Source: an optimization exercise on an open RTL-to-GDS flow (aim: small area). Production flows keep margins and buffers that such runs may drop.
Function was checked by simulation only, so behaviour that the tests miss may differ from the original.

## oak
==> flow/design.v (excerpt) <==
module complex_butterfly_bfp #(
  parameter int IWL1    = 16,
  parameter int IWL2    = 16,
  parameter int OWL     = 16,
  parameter int LATENCY = 4,
  parameter int EXPW    = 5
) (
  input  logic            clk,
  input  logic            rst,
  input  logic            strb_in,
  input  logic [1:0]      mode,
  input  logic [IWL1-1:0] din1_re,
  input  logic [IWL1-1:0] din1_im,
  input  logic [IWL2-1:0] din2_re,
  input  logic [IWL2-1:0] din2_im,
  input  logic [IWL1-1:0] din3_re,
  input  logic [IWL1-1:0] din3_im,
  input  logic            stage_clr,
  input  logic            frame_start,
  output logic [OWL-1:0]  dout1_re,
  output logic [OWL-1:0]  dout1_im,
  output logic [OWL-1:0]  dout2_re,
  output logic [OWL-1:0]  dout2_im,
  output logic            strb_out,
  output logic            sat_out,
  output logic            grow,
  output logic [EXPW-1:0] blk_exp,
  output logic            busy,
  output logic            clr_err
);
  logic        auto_sh, auto_sh_new, clr_acc, grow_hit;
  logic [1:0]  sh_in, sh1;
  logic [3:0]  vld;
  logic [15:0] b_re, b_im, w_re, w_im;
  ...
Size: roughly 2800 cells after synthesis, roughly 280 flip-flops, ~180 I/O pins, ~29000 sq um of cells after synthesis.
clock: 11.0 ns
lec_check: 0
abc_area: 1
cap_margin: 0
core_margin: 2
core_utilization: 80
slew_margin: 0
synth_hierarchical: 1
synth_minimum_keep_size: 0
standard.sh (not shown) runs the stock make flow with config.mk's settings and CLKGATE_MAP_FILE= SYNTH_SCRIPT=/design/flow/synth_recipe.tcl, a recipe that flattens the netlist after the stock synthesis.
==> flow/flow/run.sh <==
#!/bin/bash
# The standard ORFS layout (standard.sh) with these changes:
#  - synthesis is the standard flow's own script, except that ABC maps with area-oriented scripts
#    (flow/abc_leaf.script and flow/abc_area.script, hooked in by flow/abc_override.tcl);
#  - the ports are buffered with the platform's smallest buffer (buf_1) instead of the
#    delay buffer that buffer_ports picks by default;
#  - clock tree synthesis clusters the flip-flops into groups of at most 10 driven by clkbuf_4
#    and inserts no dummy loads.
set -euo pipefail
W=$(pwd)
export BUFFER_PORTS_ARGS="-buffer_cell sky130_fd_sc_hd__buf_1"
export CTS_ARGS="-sink_clustering_enable -repair_clock_nets -dont_use_dummy_load -sink_clustering_size 10 -sink_clustering_max_diameter 30 -buf_list sky130_fd_sc_hd__clkbuf_4"
export MY_ABC_SCRIPT=$W/flow/abc_area.script
export MY_ABC_LEAF_SCRIPT=$W/flow/abc_leaf.script
{ head -n 1 synth_recipe.tcl; cat flow/abc_override.tcl; tail -n +2 synth_recipe.tcl; } > area_synth.tcl
sed "s#SYNTH_SCRIPT=[^ ]*#SYNTH_SCRIPT=$W/area_synth.tcl#" standard.sh > area_synth.sh
bash area_synth.sh synth > synth_flow.log 2>&1
bash standard.sh > standard_flow.log 2>&1
==> flow/flow/abc_area.script <==
strash
dc2
dch -f
map -a
mfs2
strash
dch -f
map -a
topo
stime -c
==> flow/flow/abc_leaf.script <==
strash
dc2
dch -f
amap
==> flow/flow/abc_override.tcl <==
# Inserted into the standard flow's synthesis script (synth_recipe.tcl) after its first line. Only the
# final ABC technology mapping changes: the small gate modules (bao22, bao222n, bnand2) are
# mapped first with flow/abc_leaf.script (ABC's area mapper amap), then the rest of the design
# with flow/abc_area.script (area-oriented map). Everything else, including the flip-flop
# mapping, stays as in the standard flow's synthesis.
rename synth ::synth_recipe
proc synth {args} {
  ::synth_recipe {*}$args
  if { [info commands ::orig_abc] eq "" } {
    rename ::abc ::orig_abc
    proc ::abc {args} {
      set i [lsearch -exact $args -script]
      if { $i >= 0 } {
        set leaf [lreplace $args $i [expr {$i + 1}] -script $::env(MY_ABC_LEAF_SCRIPT)]
        puts "abc with flow/abc_leaf.script: $leaf bao22 bao222n bnand2"
        ::orig_abc {*}$leaf bao22 bao222n bnand2
        set args [lreplace $args $i [expr {$i + 1}] -script $::env(MY_ABC_SCRIPT)]
      }
      puts "abc with flow/abc_area.script: $args"
      ::orig_abc {*}$args
    }
  }
}
In oak the implementation completed, yet the final layout does not meet the checks, the culprit being setup timing.
Input changes introduced in pine (baseline for comparison: oak):
diff --git a/flow/config.mk b/flow/config.mk
--- a/flow/config.mk
+++ b/flow/config.mk
@@ -9,5 +9,5 @@
 export CAP_MARGIN = 0
 export CORE_MARGIN = 2
-export CORE_UTILIZATION = 80
+export CORE_UTILIZATION = 75
 export SLEW_MARGIN = 0
 export SYNTH_HIERARCHICAL = 1
Findings:
pine reached the final stage; the timing, design-rule and antenna checks on its layout passed. pine ends up with lower total wirelength of the detailed-routed design than oak does. Compared pine against oak; cell area after layout within noise.
Setup changes, pine to birch
diff --git a/flow/flow/run.sh b/flow/flow/run.sh
--- a/flow/flow/run.sh
+++ b/flow/flow/run.sh
@@ -5,5 +5,5 @@
 #  - the ports are buffered with the platform's smallest buffer (buf_1) instead of the
 #    delay buffer that buffer_ports picks by default;
-#  - clock tree synthesis clusters the flip-flops into groups of at most 10 driven by clkbuf_4
+#  - clock tree synthesis clusters the flip-flops into larger groups driven by clkbuf_8
 #    and inserts no dummy loads.
 set -euo pipefail
==> flow/flow/abc_area.script <==
strash
dch -f
map -a
mfs2
strash
dch -f
map -a
topo
stime -c
diff --git a/flow/config.mk b/flow/config.mk
--- a/flow/config.mk
+++ b/flow/config.mk
@@ -9,5 +9,5 @@
 export CAP_MARGIN = 0
 export CORE_MARGIN = 2
-export CORE_UTILIZATION = 75
+export CORE_UTILIZATION = 70
 export SLEW_MARGIN = 0
 export SYNTH_HIERARCHICAL = 1
==> notes.md <==
Sort pine and birch by total instance count after detailed placement, descending, and birch comes first. When the final numbers for pine and birch were put side by side, the required arrival time at the worst endpoint turned out to be greater in pine. The core of birch is less densely filled than that of pine. Routed wire length came out lower on birch than on pine. Diff pine -> birch | critical path depth | down by a few percent. Worst hold margin up 0.031 ns in birch wrt pine. Across pine and birch, the outcome is the same: a clean finish for every run.

-- afterwards: timing with drivers on the ports --
The results above use ideal ports. As a check the final layouts listed here were re-extracted and re-timed, cells and wires unchanged. Step 1: set_driving_cell puts a clkbuf_16 on clk and a buf_2 on each other input, an assumption about the parent block. Step 2, shift: input delay + t, output delay - t, t = (earliest + latest rising clock arrival at the registers) / 2. This alone moves slack from input paths to output paths. a / b / c = no drivers / after step 1 / after step 2; a / b = the first two.
run	shift t [ns]	setup slack, ns	hold slack, ns
oak	0.669	-0.018 / -0.018 / -0.018	0.307 / 0.307 / 0.307
pine	0.652	1.050 / 1.050 / 1.050	0.291 / 0.291 / 0.291
birch	0.611	0.693 / 0.693 / 0.693	0.323 / 0.323 / 0.323
